What follows belongs to an exercise in optimizing a design on an open flow for small area; a production flow would make more cautious choices.
Function was checked by simulation only, so behaviour that the tests miss may differ from the original.
Power and IR drop assume default switching activity.

## before
Design nvm_cmd_issuer, start of the top module:
module nvm_cmd_issuer #(
    parameter int DEPTH     = 16,
    parameter int AW        = 4,
    parameter int RETRY_GAP = 8,
    parameter int ISSUE_GAP = 2
) (
    input  logic          clk,
    input  logic          rst_n,
    input  logic          tbl_wr_en,
    input  logic [AW-1:0] tbl_wr_addr,
    input  logic [7:0]    tbl_wr_arg0,
    input  logic [31:0]   tbl_wr_arg1,
    input  logic [31:0]   tbl_wr_arg2,
    input  logic [31:0]   tbl_wr_arg3,
    input  logic [7:0]    tbl_wr_arg4,
    input  logic          start,
    input  logic [AW:0]   num_cmds,
    input  logic          loop_en,
    input  logic          stop,
    output logic          bus_command_enable,
    output logic [7:0]    bus_arg0,
    output logic [31:0]   bus_arg1,
    output logic [31:0]   bus_arg2,
    output logic [31:0]   bus_arg3,
    output logic [7:0]    bus_arg4,
    input  logic          bus_is_issuable,
    output logic          busy,
    output logic          done,
    output logic [31:0]   stall_cycles,
    output logic [31:0]   issued_count
);
    localparam int TW = 3;
    nvm_cmd_pkg::state_t state_q, state_d;
    logic [AW-1:0] idx_q, idx_d;
    logic [AW-1:0] last_q, last_d;      
    logic          loop_q, loop_d;
    logic          stop_q, stop_d;
    logic [TW-1:0] tmr_q, tmr_d;
  ...
Size: about 1900 flip-flops, roughly 310 I/O pins, about 60000 um2 of cells after synthesis.
==> module nvm_cmd_table, before the edit <==
module nvm_cmd_table #(
    parameter int DEPTH = 16,
    parameter int AW    = 4,
    parameter int W     = 111
) (
    input  logic          clk,
    input  logic          wr_en,
    input  logic [AW-1:0] wr_addr,
    input  logic [W-1:0]  wr_data,
    input  logic [AW-1:0] rd_addr,
    input  logic [AW-1:0] rd_addr_d,
    output logic [W-1:0]  rd_data
);
    logic [W-1:0]     mem [16];
    logic [15:0]      phase;
    logic [15:0]      sel;
    logic             par_q;
    for (genvar e = 0; e < 16; e++) begin : g_ent
        logic we, hold;
        assign we   = wr_en && (wr_addr == AW'(e));
        assign hold = !we;
        assign sel[e] = (rd_addr == AW'(e));
        for (genvar b = 0; b < W; b++) begin : g_bit
            nvm_cmd_bit u_bit (
                .clk  (clk),
                .we   (we),
                .hold (hold),
                .d    (wr_data[b]),
                .q    (mem[e][b])
            );
        end
        nvm_cmd_pbit u_phase (
            .clk  (clk),
            .hold (hold),
            .q    (phase[e])
        );
    end
    always_ff @(posedge clk) begin
        par_q <= !phase[rd_addr_d];
    end
    for (genvar b = 0; b < W; b++) begin : g_rd
        logic [5:0] t;   
        for (genvar k = 0; k < 5; k++) begin : g_aoi
            nvm_cmd_aoi222 u_aoi (
                .a0 (mem[3*k][b]),   .s0 (sel[3*k]),
                .a1 (mem[3*k+1][b]), .s1 (sel[3*k+1]),
                .a2 (mem[3*k+2][b]), .s2 (sel[3*k+2]),
                .y  (t[k])
            );
        end
        logic p0, p1, r;
        nvm_cmd_nand2 u_t5 (.a(mem[15][b]), .b(sel[15]), .y(t[5]));
        nvm_cmd_nand3 u_p0 (.a(t[0]), .b(t[1]), .c(t[2]), .y(p0));
        nvm_cmd_nand3 u_p1 (.a(t[3]), .b(t[4]), .c(t[5]), .y(p1));
        nvm_cmd_nor2  u_r  (.a(p0), .b(p1), .y(r));           
        nvm_cmd_xnor2 u_o  (.a(r), .b(par_q), .y(rd_data[b]));
    end
endmodule
==> module nvm_cmd_nand3, before the edit <==
module nvm_cmd_nand3 (input logic a, input logic b, input logic c, output logic y);
    assign y = !(a & b & c);
endmodule
==> module nvm_cmd_xnor2, before the edit <==
module nvm_cmd_xnor2 (input logic a, input logic b, output logic y);
    assign y = !(a ^ b);
endmodule
export LEC_CHECK = 0
export CAP_MARGIN = 20
export CORE_MARGIN = 2
export CORE_UTILIZATION = 40
export SLEW_MARGIN = 20
export SYNTH_HIERARCHICAL = 1
create_clock -name core_clock -period 6.0 [get_ports {clk}]
standard.sh (not shown) runs the stock make flow with config.mk's settings and CLKGATE_MAP_FILE= SYNTH_SCRIPT=/design/flow/synth_recipe.tcl, a recipe that flattens the netlist after the stock synthesis.
==> flow/flow/run.sh <==
#!/bin/bash
# Standard layout (bash standard.sh) with two changes:
#  - ports are buffered with sky130_fd_sc_hd__buf_1 (the resizer sizes them
#    up later where a port needs more drive);
#  - clock tree synthesis clusters up to 25 sinks per leaf buffer (clkbuf_16), and
#    inserts no dummy loads.
# make's full output goes to flow_make.log in the work folder; ORFS keeps each
# tool's own log under orfs/logs.
set -euo pipefail
export BUFFER_PORTS_ARGS="-buffer_cell sky130_fd_sc_hd__buf_1"
export CTS_ARGS="-sink_clustering_enable -repair_clock_nets -sink_clustering_size 25 -sink_clustering_max_diameter 150 -buf_list sky130_fd_sc_hd__clkbuf_16 -dont_use_dummy_load"
bash standard.sh > flow_make.log 2>&1
#### Input delta (after over before)
-- flow/design.v --
<<< before, line 72
            );
        end
        logic p0, p1, r;
        nvm_cmd_nand2 u_t5 (.a(mem[15][b]), .b(sel[15]), .y(t[5]));
        nvm_cmd_nand3 u_p0 (.a(t[0]), .b(t[1]), .c(t[2]), .y(p0));
        nvm_cmd_nand3 u_p1 (.a(t[3]), .b(t[4]), .c(t[5]), .y(p1));
        nvm_cmd_nor2  u_r  (.a(p0), .b(p1), .y(r));           
        nvm_cmd_xnor2 u_o  (.a(r), .b(par_q), .y(rd_data[b]));
    end
endmodule
>>> after, line 72
            );
        end
        assign t[5] = !(mem[15][b] && sel[15]);
        assign rd_data[b] = !(&t) ^ par_q;
    end
endmodule
<<< before, line 120
);
    assign y = !((a0 & s0) | (a1 & s1) | (a2 & s2));
endmodule
module nvm_cmd_nand3 (input logic a, input logic b, input logic c, output logic y);
    assign y = !(a & b & c);
endmodule
module nvm_cmd_xnor2 (input logic a, input logic b, output logic y);
    assign y = !(a ^ b);
endmodule
module nvm_cmd_issuer #(
>>> after, line 116
);
    assign y = !((a0 & s0) | (a1 & s1) | (a2 & s2));
endmodule
module nvm_cmd_issuer #(
## What came out
Diff before and after: count of TritonRoute iterations in the first routing pass lower in before. Re count of cell instances traversed by the critical path: before was lower than after. Going from before to after, well-tap cell count grew by a few percent. NOTE die height before->after increased slightly. As of after, mean area per synthesized cell had risen by a few percent compared to before. Against before, after reports a part of the total power dissipated in the clock network that is lower. Compared with before, in after xor/xnor share of the synthesized area neither gained nor lost much; first-iteration DRC count lost 290; total core area picked up an extra 1.1%; total power of the final layout picked up an extra about 1%. Diff before..after | share of cell area taken by muxes after synthesis | negligible.

separate check: timing with driven ports:
The results above use ideal ports. As a check the final layouts listed here were re-extracted and re-timed, cells and wires unchanged. Step 1, drivers: a clkbuf_16 drives clk and a buf_2 each remaining input, both assumed. Step 2 times the ports against the registers' clock, not the clock port: input delays grow and output delays shrink by t, the midpoint of the rising clock arrivals with the driver on. Three values: ideal ports, drivers, drivers and shift; two values: the first two.
| run | t (ns) | setup WS [ns] | worst hold slack (ns) | latest minus earliest clock arrival (ns) | pins driven straight from the clock port |
|---|---|---|---|---|---|
| before | 0.820 | 0.357 / 0.271 / 0.396 | 0.388 / 0.388 / 0.388 | 0.101 / 0.101 | 1 |
| after | 0.792 | 0.440 / 0.384 / 0.440 | 0.390 / 0.390 / 0.390 | 0.087 / 0.088 | 1 |
After both steps setup and hold are still met in every run listed.
